Context: an optimization exercise on an open-source flow, tuned for small area and few clock cycles. The choices shown serve that exercise and are no tape-out recipe.
In this exercise RTL edits were held to simulation tests only and were not proved equivalent to the original.

==> design/flow/design.v <==
`default_nettype none
module marching_squares_top (
    input  wire        clk,
    input  wire        rst_n,
    input  wire        cell_valid,
    output wire        cell_stall,
    input  wire [79:0] cell_word,
    output wire        seg_valid,
    input  wire        seg_stall,
    output wire [36:0] seg,
    input  wire        psel,
    input  wire        penable,
    input  wire        pwrite,
    input  wire [3:0]  paddr,
    input  wire [31:0] pwdata,
    output wire [31:0] prdata,
    output wire        pready
);
    marching_squares_cell_segments u_core (
        .clk        (clk),
        .rst_n      (rst_n),
        .cell_valid (cell_valid),
        .cell_stall (cell_stall),
        .cell_word  (cell_word),
        .seg_valid  (seg_valid),
        .seg_stall  (seg_stall),
        .seg        (seg),
        .psel       (psel),
        .penable    (penable),
        .pwrite     (pwrite),
        .paddr      (paddr),
        .pwdata     (pwdata),
        .prdata     (prdata),
        .pready     (pready)
    );
endmodule
`default_nettype wire

`default_nettype none
package mscs_pkg;
    localparam int MAX_COLUMNS = 256;
    localparam int MAX_ROWS    = 256;
    localparam int SAMPLE_BITS = 16;
    localparam int COORD_BITS  = 8;
    localparam int COUNT_BITS  = 9;
    localparam int INDEX_BITS  = 17;
    localparam int ADDR_BITS   = 4;
    localparam int DATA_BITS   = 32;
    localparam logic [1:0] REG_THRESHOLD = 2'd0;
    localparam logic [1:0] REG_COLUMNS   = 2'd1;
    localparam logic [1:0] REG_ROWS      = 2'd2;
    typedef struct packed {
        logic [COORD_BITS-1:0]         cell_x;
        logic [COORD_BITS-1:0]         cell_y;
        logic signed [SAMPLE_BITS-1:0] top_left;
        logic signed [SAMPLE_BITS-1:0] top_right;
        logic signed [SAMPLE_BITS-1:0] bottom_right;
        logic signed [SAMPLE_BITS-1:0] bottom_left;
    } cell_t;
    typedef struct packed {
        logic                  first_is_vertex;
        logic [INDEX_BITS-1:0] first_index;
        logic                  second_is_vertex;
        logic [INDEX_BITS-1:0] second_index;
        logic                  last_of_cell;
    } segment_t;
    typedef struct packed {
        logic                  is_vertex;
        logic [INDEX_BITS-1:0] index;
    } endpoint_t;
    typedef struct packed {
        logic [1:0] count;
        segment_t   first;
        segment_t   second;
    } seg_pair_t;
endpackage
`default_nettype wire
`default_nettype none
module mscs_seg_calc (
    input  wire logic [mscs_pkg::COUNT_BITS-1:0]         cols,
    input  wire logic [mscs_pkg::COUNT_BITS-1:0]         rows,
    input  wire logic signed [mscs_pkg::SAMPLE_BITS-1:0] threshold,
    input  wire mscs_pkg::cell_t                         cell_word,
    output mscs_pkg::seg_pair_t                          pair
);
    typedef mscs_pkg::endpoint_t endpoint_t;
    typedef mscs_pkg::segment_t  segment_t;
    localparam int IW = mscs_pkg::INDEX_BITS;
    localparam int SW = mscs_pkg::SAMPLE_BITS;
    localparam logic [3:0] CODE_BL      = 4'd1;
    localparam logic [3:0] CODE_BR      = 4'd2;
    localparam logic [3:0] CODE_BR_BL   = 4'd3;
    localparam logic [3:0] CODE_TR      = 4'd4;
    localparam logic [3:0] SADDLE_TR_BL = 4'd5;
    localparam logic [3:0] CODE_TR_BR   = 4'd6;
    localparam logic [3:0] CODE_NOT_TL  = 4'd7;
    localparam logic [3:0] CODE_TL      = 4'd8;
    localparam logic [3:0] CODE_TL_BL   = 4'd9;
    localparam logic [3:0] SADDLE_TL_BR = 4'd10;
    localparam logic [3:0] CODE_NOT_TR  = 4'd11;
    localparam logic [3:0] CODE_TL_TR   = 4'd12;
    localparam logic [3:0] CODE_NOT_BR  = 4'd13;
    localparam logic [3:0] CODE_NOT_BL  = 4'd14;
    function automatic endpoint_t edge_key(
        input logic [IW-1:0] edge_idx,
        input logic          a_on,
        input logic          b_on,
        input logic [IW-1:0] va,
        input logic [IW-1:0] vb
    );
        mscs_pkg::endpoint_t k;
        k.is_vertex = a_on ^ b_on;
        if (a_on && !b_on)
            k.index = va;
        else if (b_on && !a_on)
            k.index = vb;
        else
            k.index = edge_idx;
        edge_key = k;
    endfunction
    function automatic segment_t make_seg(
        input mscs_pkg::endpoint_t p,
        input mscs_pkg::endpoint_t q,
        input logic                last
    );
        mscs_pkg::segment_t s;
        s.first_is_vertex  = p.is_vertex;
        s.first_index      = p.index;
        s.second_is_vertex = q.is_vertex;
        s.second_index     = q.index;
        s.last_of_cell     = last;
        make_seg = s;
    endfunction
    logic [9:0]          x_end;
    logic [9:0]          y_end;
    logic                in_grid;
    logic [3:0]          code;
    logic [7:0]          cols_m1;
    logic [IW-1:0]       horiz;
    logic [IW-1:0]       vtl;
    logic [IW-1:0]       vtr;
    logic [IW-1:0]       vbl;
    logic [IW-1:0]       vbr;
    logic [IW-1:0]       h_top;
    logic [IW-1:0]       h_bot;
    logic                on_tl;
    logic                on_tr;
    logic                on_br;
    logic                on_bl;
    logic signed [SW+1:0] corner_sum;
    logic signed [SW+1:0] thr4;
    logic                high;
    mscs_pkg::endpoint_t top_ep;
    mscs_pkg::endpoint_t right_ep;
    mscs_pkg::endpoint_t bottom_ep;
    mscs_pkg::endpoint_t left_ep;
    assign x_end   = {2'b00, cell_word.cell_x} + 10'd2;
    assign y_end   = {2'b00, cell_word.cell_y} + 10'd2;
    assign in_grid = (x_end <= {1'b0, cols}) && (y_end <= {1'b0, rows});
    assign code = {cell_word.top_left >= threshold, cell_word.top_right >= threshold,
                   cell_word.bottom_right >= threshold,
                   cell_word.bottom_left >= threshold};
    assign cols_m1 = 8'(cols - 9'd1);
    assign horiz   = IW'(rows) * IW'(cols_m1);
    assign vtl     = IW'(cell_word.cell_y) * IW'(cols) + IW'(cell_word.cell_x);
    assign vtr     = vtl + IW'(1);
    assign vbl     = vtl + IW'(cols);
    assign vbr     = vbl + IW'(1);
    assign h_top   = IW'(cell_word.cell_y) * IW'(cols_m1) + IW'(cell_word.cell_x);
    assign h_bot   = h_top + IW'(cols_m1);
    assign on_tl = cell_word.top_left == threshold;
    assign on_tr = cell_word.top_right == threshold;
    assign on_br = cell_word.bottom_right == threshold;
    assign on_bl = cell_word.bottom_left == threshold;
    assign top_ep    = edge_key(h_top, on_tl, on_tr, vtl, vtr);
    assign right_ep  = edge_key(horiz + vtr, on_tr, on_br, vtr, vbr);
    assign bottom_ep = edge_key(h_bot, on_bl, on_br, vbl, vbr);
    assign left_ep   = edge_key(horiz + vtl, on_tl, on_bl, vtl, vbl);
    assign corner_sum = (SW+2)'(cell_word.top_left) + (SW+2)'(cell_word.top_right)
                      + (SW+2)'(cell_word.bottom_right) + (SW+2)'(cell_word.bottom_left);
    assign thr4       = {threshold, 2'b00};
    assign high       = corner_sum >= thr4;
    always_comb
    begin
        pair.count  = 2'd1;
        pair.first  = make_seg(left_ep, bottom_ep, 1'b1);
        pair.second = make_seg(top_ep, right_ep, 1'b1);
        case (code)
            CODE_BL, CODE_NOT_BL:
            begin
                pair.first = make_seg(left_ep, bottom_ep, 1'b1);
            end
            CODE_BR, CODE_NOT_BR:
            begin
                pair.first = make_seg(bottom_ep, right_ep, 1'b1);
            end
            CODE_BR_BL, CODE_TL_TR:
            begin
                pair.first = make_seg(left_ep, right_ep, 1'b1);
            end
            CODE_TR, CODE_NOT_TR:
            begin
                pair.first = make_seg(top_ep, right_ep, 1'b1);
            end
            CODE_TR_BR, CODE_TL_BL:
            begin
                pair.first = make_seg(top_ep, bottom_ep, 1'b1);
            end
            CODE_NOT_TL, CODE_TL:
            begin
                pair.first = make_seg(left_ep, top_ep, 1'b1);
            end
            SADDLE_TR_BL, SADDLE_TL_BR:
            begin
                pair.count = 2'd2;
                if (high == (code == SADDLE_TR_BL))
                begin
                    pair.first  = make_seg(left_ep, top_ep, 1'b0);
                    pair.second = make_seg(bottom_ep, right_ep, 1'b1);
                end
                else
                begin
                    pair.first  = make_seg(left_ep, bottom_ep, 1'b0);
                    pair.second = make_seg(top_ep, right_ep, 1'b1);
                end
            end
            default:
            begin
                pair.count = 2'd0;
            end
        endcase
        if (!in_grid)
            pair.count = 2'd0;
    end
endmodule
`default_nettype wire
`default_nettype none
module marching_squares_cell_segments (
    input  wire logic                            clk,
    input  wire logic                            rst_n,
    input  wire logic                            cell_valid,
    output logic                                 cell_stall,
    input  wire mscs_pkg::cell_t                 cell_word,
    output logic                                 seg_valid,
    input  wire logic                            seg_stall,
    output mscs_pkg::segment_t                   seg,
    input  wire logic                            psel,
    input  wire logic                            penable,
    input  wire logic                            pwrite,
    input  wire logic [mscs_pkg::ADDR_BITS-1:0]  paddr,
    input  wire logic [mscs_pkg::DATA_BITS-1:0]  pwdata,
    output logic [mscs_pkg::DATA_BITS-1:0]       prdata,
    output logic                                 pready
);
    localparam int CW = mscs_pkg::COUNT_BITS;
    localparam int SW = mscs_pkg::SAMPLE_BITS;
    function automatic logic [CW-1:0] clamp_count(
        input logic [CW-1:0] v,
        input logic [CW-1:0] maxv
    );
        logic [CW-1:0] r;
        if (v < CW'(2))
            r = CW'(2);
        else if (v > maxv)
            r = maxv;
        else
            r = v;
        clamp_count = r;
    endfunction
    logic signed [SW-1:0] thr_reg;
    logic [CW-1:0]        cols_raw_reg;
    logic [CW-1:0]        rows_raw_reg;
    logic [CW-1:0]        cols_reg;
    logic [CW-1:0]        rows_reg;
    logic                 cfg_wr;
    logic                 s1_valid_reg;
    logic                 s1_valid_next;
    mscs_pkg::cell_t      s1_cell_reg;
    mscs_pkg::seg_pair_t  pair;
    logic                 in_take;
    logic                 out_free;
    logic                 s1_move;
    logic                 seg_valid_reg;
    logic                 seg_valid_next;
    mscs_pkg::segment_t   seg_reg;
    mscs_pkg::segment_t   seg_next;
    logic                 spare_valid_reg;
    logic                 spare_valid_next;
    mscs_pkg::segment_t   spare_reg;
    mscs_pkg::segment_t   spare_next;
    assign pready = 1'b1;
    assign cfg_wr = psel && penable && pwrite;
    always_ff @(posedge clk or negedge rst_n)
    begin
        if (!rst_n)
        begin
            thr_reg      <= '0;
            cols_raw_reg <= CW'(mscs_pkg::MAX_COLUMNS);
            rows_raw_reg <= CW'(mscs_pkg::MAX_ROWS);
            cols_reg     <= CW'(mscs_pkg::MAX_COLUMNS);
            rows_reg     <= CW'(mscs_pkg::MAX_ROWS);
        end
        else if (cfg_wr)
        begin
            unique case (paddr[3:2])
                mscs_pkg::REG_THRESHOLD:
                begin
                    thr_reg <= pwdata[SW-1:0];
                end
                mscs_pkg::REG_COLUMNS:
                begin
                    cols_raw_reg <= pwdata[CW-1:0];
                    cols_reg     <= clamp_count(pwdata[CW-1:0],
                                                CW'(mscs_pkg::MAX_COLUMNS));
                end
                mscs_pkg::REG_ROWS:
                begin
                    rows_raw_reg <= pwdata[CW-1:0];
                    rows_reg     <= clamp_count(pwdata[CW-1:0],
                                                CW'(mscs_pkg::MAX_ROWS));
                end
                default:
                begin
                end
            endcase
        end
    end
    always_comb
    begin
        unique case (paddr[3:2])
            mscs_pkg::REG_THRESHOLD: prdata = mscs_pkg::DATA_BITS'(unsigned'(thr_reg));
            mscs_pkg::REG_COLUMNS:   prdata = mscs_pkg::DATA_BITS'(cols_raw_reg);
            mscs_pkg::REG_ROWS:      prdata = mscs_pkg::DATA_BITS'(rows_raw_reg);
            default:                 prdata = '0;
        endcase
    end
    mscs_seg_calc u_calc (
        .cols      (cols_reg),
        .rows      (rows_reg),
        .threshold (thr_reg),
        .cell_word (s1_cell_reg),
        .pair      (pair)
    );
    assign out_free   = !seg_valid_reg || !seg_stall;
    assign s1_move    = s1_valid_reg &&
                        ((pair.count == 2'd0) || (!spare_valid_reg && out_free));
    assign cell_stall = s1_valid_reg && !s1_move;
    assign in_take    = cell_valid && !cell_stall;
    assign s1_valid_next = in_take || (s1_valid_reg && !s1_move);
    always_comb
    begin
        seg_valid_next   = seg_valid_reg;
        seg_next         = seg_reg;
        spare_valid_next = spare_valid_reg;
        spare_next       = spare_reg;
        if (spare_valid_reg && out_free)
        begin
            seg_valid_next   = 1'b1;
            seg_next         = spare_reg;
            spare_valid_next = 1'b0;
        end
        else if (s1_move && (pair.count != 2'd0))
        begin
            seg_valid_next = 1'b1;
            seg_next       = pair.first;
            if (pair.count == 2'd2)
            begin
                spare_valid_next = 1'b1;
                spare_next       = pair.second;
            end
        end
        else if (out_free)
        begin
            seg_valid_next = 1'b0;
        end
    end
    always_ff @(posedge clk or negedge rst_n)
    begin
        if (!rst_n)
        begin
            s1_valid_reg    <= 1'b0;
            seg_valid_reg   <= 1'b0;
            spare_valid_reg <= 1'b0;
        end
        else
        begin
            s1_valid_reg    <= s1_valid_next;
            seg_valid_reg   <= seg_valid_next;
            spare_valid_reg <= spare_valid_next;
        end
    end
    always_ff @(posedge clk)
    begin
        if (in_take)
            s1_cell_reg <= cell_word;
        seg_reg   <= seg_next;
        spare_reg <= spare_next;
    end
    assign seg_valid = seg_valid_reg;
    assign seg       = seg_reg;
endmodule
`default_nettype wire
==> design/flow/run.sh <==
#!/bin/bash
# synth_recipe.tcl (not shown) runs the flow's synth.tcl, then flattens the netlist and writes it again
# the make line also repeats each setting of config.mk as NAME=value (left out here)
make -C /OpenROAD-flow-scripts/flow DESIGN_CONFIG=/design/flow/config.mk WORK_HOME=/design/flow/orfs CLKGATE_MAP_FILE= SYNTH_SCRIPT=/design/flow/synth_recipe.tcl finish
==> design/flow/config.mk <==
export PLATFORM = sky130hd
export DESIGN_NAME = marching_squares_top
export DESIGN_NICKNAME = marching_squares_top
export VERILOG_FILES = /design/flow/design.v
export SDC_FILE = /design/flow/constraint.sdc
export NUM_CORES = 4
export LEC_CHECK = 0
export CAP_MARGIN = 20
export CORE_MARGIN = 2
export CORE_UTILIZATION = 40
export SLEW_MARGIN = 20
==> design/flow/constraint.sdc <==
create_clock -name core_clock -period 9.0 [get_ports {clk}]
set_input_delay 1.8000 -clock core_clock [delete_from_list [all_inputs] [get_ports {clk}]]
set_output_delay 1.8000 -clock core_clock [all_outputs]
set_load 0.01 [all_outputs]
==> flow_summary.ini <==
[final_layout]
final_util_pct = 45.7
area_delta_synth_final_pct = 13.6
drive_gt1_share_pct = 6.13
largest_reg_flops = 80
instances_no_fill = 3574
design_area_um2 = 27400
nets = 3360

[timing]
tns_ns = 0
layout_min_cycle_time_ns = 8.36
rsz0062_at_grt = false
hold_violations = 0
fin_skew_ns = 0.0295
slew_violations = 0
fmax_ghz = 0.120
worst_pin_slew_ns = 1.09
fin_ws_ns = 0.638
setup_viol_count_final = 0
slew_headroom_pct = 27.4
period_share_pct = 92.9

[global_routing]
grt_antenna_before_repair = 1
grt_use_total_pct = 22.5
grt_pass1_wl_um = 111000
grt_pass1_vias = 20000
overflow = 0
grt_max_degree = 81

[clock_tree]
hold_buffers = 0
cts_root_buf = clkbuf_16
cts_buffers = 25
h-tree-depth = 1
cts.repair.resized = 0
postCtsSetupBuffers = 0
clk_pin_slew_ns = 0.06
cts_tree = built
clock_path_buffers = 3
clock_latency_ns = 0.56
clock-sinks = 208

[synthesis]
synthTopCellsByArea = edfxtp_1 (19%), ha_1 (15%), fa_1 (14%)
ys.flop_type = edfxtp_1
synth-seq-cells = 208
synth_top_area_share_pct = 19.0
syn_area_per_cell_um2 = 9.13
yosysMostFrequentCell = inv_1
syn_area_um2 = 24200
syn_inst = 2645
synth_seq_area_share_pct = 24.7
synth_top_area_cell = edfxtp_1
async_reset_ff_share_pct = 26.4
synth_edf_count = 153
ys_types = 96
yosysWarnings = 2
synth_common_cells = inv_1 (324), ha_1 (292), nand2_1 (242)

[route]
vias = 19700
viasPerCell = 5.51
wirelength_um = 71200
route.detailed.drc = 0
antenna_left = 0
dr.pass1.iters = 7
dr.first_iter.drc_count = 1219
wl_per_cell_um = 19.9

[critical_path]
path_class = flop to flop
r2r-start = u_core.cols_reg[2]$_DFFE_PN0P_
reg2reg_slack_ns = 0.64
cpLargestDelayFamily = adder cells
critical_path_buf_inv_count = 6
slowest_stage = xnor2_1
max_stage_delay_ns = 0.67
crit_path_start_kind = flop
crit_fanout = 13
crit_top_cell = inv_1
end_kind = flop
cp.arrival_ns = 8.66
reg2reg_depth = 27
r2r_end = u_core.seg_reg[34]$_DFFE_PP_
critPathRequiredTime_ns = 9.30

[min_path]
hold_end = u_core.cols_raw_reg[8]$_DFFE_PN1P_
hold_depth = 2
holdCritPathClass = flop to flop
hp-start = u_core.cols_raw_reg[8]$_DFFE_PN1P_

[placed_design]
place_ws_ns = 0.762
postPlaceCellArea_um2 = 26600
port_buffers = 159
dp_cells = 3525
gp_congestion = 0.953
hpwlAfterDp_um = 57200

[floorplanning]
die_w_um = 250
die_y_um = 250
start_util_pct = 40.3
rows = 90
ioPinCount = 195
die_area_um2 = 62400
core-area_um2 = 60000

[outcome]
status = timing/DRC/antenna clean

[flow_run]
maxCapViolCount = 0
[worst register-to-register path, stage by stage (launching register included)]
cell,delay [ns]
dfrtp_1,0.60
nor3_1,0.40
nand3_1,0.14
xnor2_1,0.67
inv_1,0.31
buf_4,0.27
and2_1,0.17
fa_1,0.47
inv_1,0.05
fa_1,0.54
inv_1,0.06
fa_1,0.53
inv_1,0.06
fa_1,0.53
inv_1,0.04
ha_1,0.34
and3_1,0.17
a221oi_1,0.61
o2111ai_1,0.23
a32oi_1,0.23
and4b_1,0.27
and3_1,0.21
nand3_1,0.10
xnor2_1,0.23
a22oi_1,0.21
o311ai_1,0.17
a221oi_1,0.37
a21oi_1,0.12
[area by class of cell]
cell class                      count  area (um^2)
Fill cell                        5776        32600
Clock buffer                       32          682
Tap cell                          782          978
Clock inverter                     14          141
Antenna cell                        1         2.50
Timing Repair Buffer              193         1870
Multi-Input combinational cell   2012        16500
Inverter                          332         1250
Sequential cell                   208         5980
[cells by family (layout without fill, tap and decap cells)]
logic type | after synthesis | in the layout | synth area share [%]
simple gates | 778 | 778 | 15.5
fa+ha+maj | 466 | 466 | 29.5
compound gates | 552 | 552 | 14.9
buf+inv | 440 | 571 | 7.14
mux | 63 | 63 | 2.80
xor+xnor | 136 | 136 | 5.38
flops | 208 | 208 | 24.7
other cells | 2 | 18 | 0.0311
[metal layers]
layer / part of all wire (%) / global-route usage (%)
met2: 48 / 38.8
met4: 3.7 / 8.00
met3: 4.4 / 2.37
met5: 0 / 0
met1: 44 / 29.3
[worst max-delay path by stage]
stage,start,end,slack [ns],depth (start not counted)
after floorplan,u_core.s1_cell_reg[67]$_DFFE_PP_,u_core.seg_reg[17]$_DFFE_PP_,1.81,26
after global placement,u_core.cols_reg[2]$_DFFE_PN0P_,u_core.seg_reg[34]$_DFFE_PP_,0.87,27
after detailed placement,u_core.cols_reg[2]$_DFFE_PN0P_,u_core.seg_reg[17]$_DFFE_PP_,0.76,27
after CTS,u_core.cols_reg[2]$_DFFE_PN0P_,u_core.seg_reg[17]$_DFFE_PP_,0.78,27
after global routing,u_core.cols_reg[2]$_DFFE_PN0P_,u_core.seg_reg[16]$_DFFE_PP_,0.22,27
final,u_core.cols_reg[2]$_DFFE_PN0P_,u_core.seg_reg[34]$_DFFE_PP_,0.64,27
[stage by stage]
step	hold WS, ns
finish	0.486
global route	0.516
CTS	0.498
detailed placement	0.482
global placement	0.478
floorplan	0.450
[cell usage in the layout, fill, tap and decap left out, drive strengths merged, types with 58 or more instances in the layout]
cell type      synthesis  layout
ha                   292     292
clkdlybuf4s50          0     158
edfxtp               153     153
nor2                 193     193
o21ai                132     132
fa                   173     173
nor3                  58      58
nand2                244     244
and2                  82      82
inv                  329     330
a21oi                149     149
xnor2                 99      99
Testbench counts, summed over its fixed seeds: cycles 10,645.

-- re-timing with driven ports --
How much do the figures lean on ideal ports? The routed layout below was timed once more, with nothing changed but the port constraints. Step 1 assumes that a clkbuf_16 drives the clock port and a buf_2 every other input. Step 2, shift: input delay + t, output delay - t, t = (earliest + latest rising clock arrival at the registers) / 2. This alone moves slack from input paths to output paths. Three values: no drivers, after step 1, after step 2; two values: the first two.
t, ns: 0.603
slack for setup (ns): 0.638 / 0.638 / 0.638
worst setup path at the end: register to register
latest minus earliest clock arrival (ns): 0.029 / 0.029
worst slew at a driven data input, ns: 0.05
After both steps this run still meets setup and hold. The setup slack of this run moves by 0.000 ns with the drivers and by 0.000 ns with both steps.
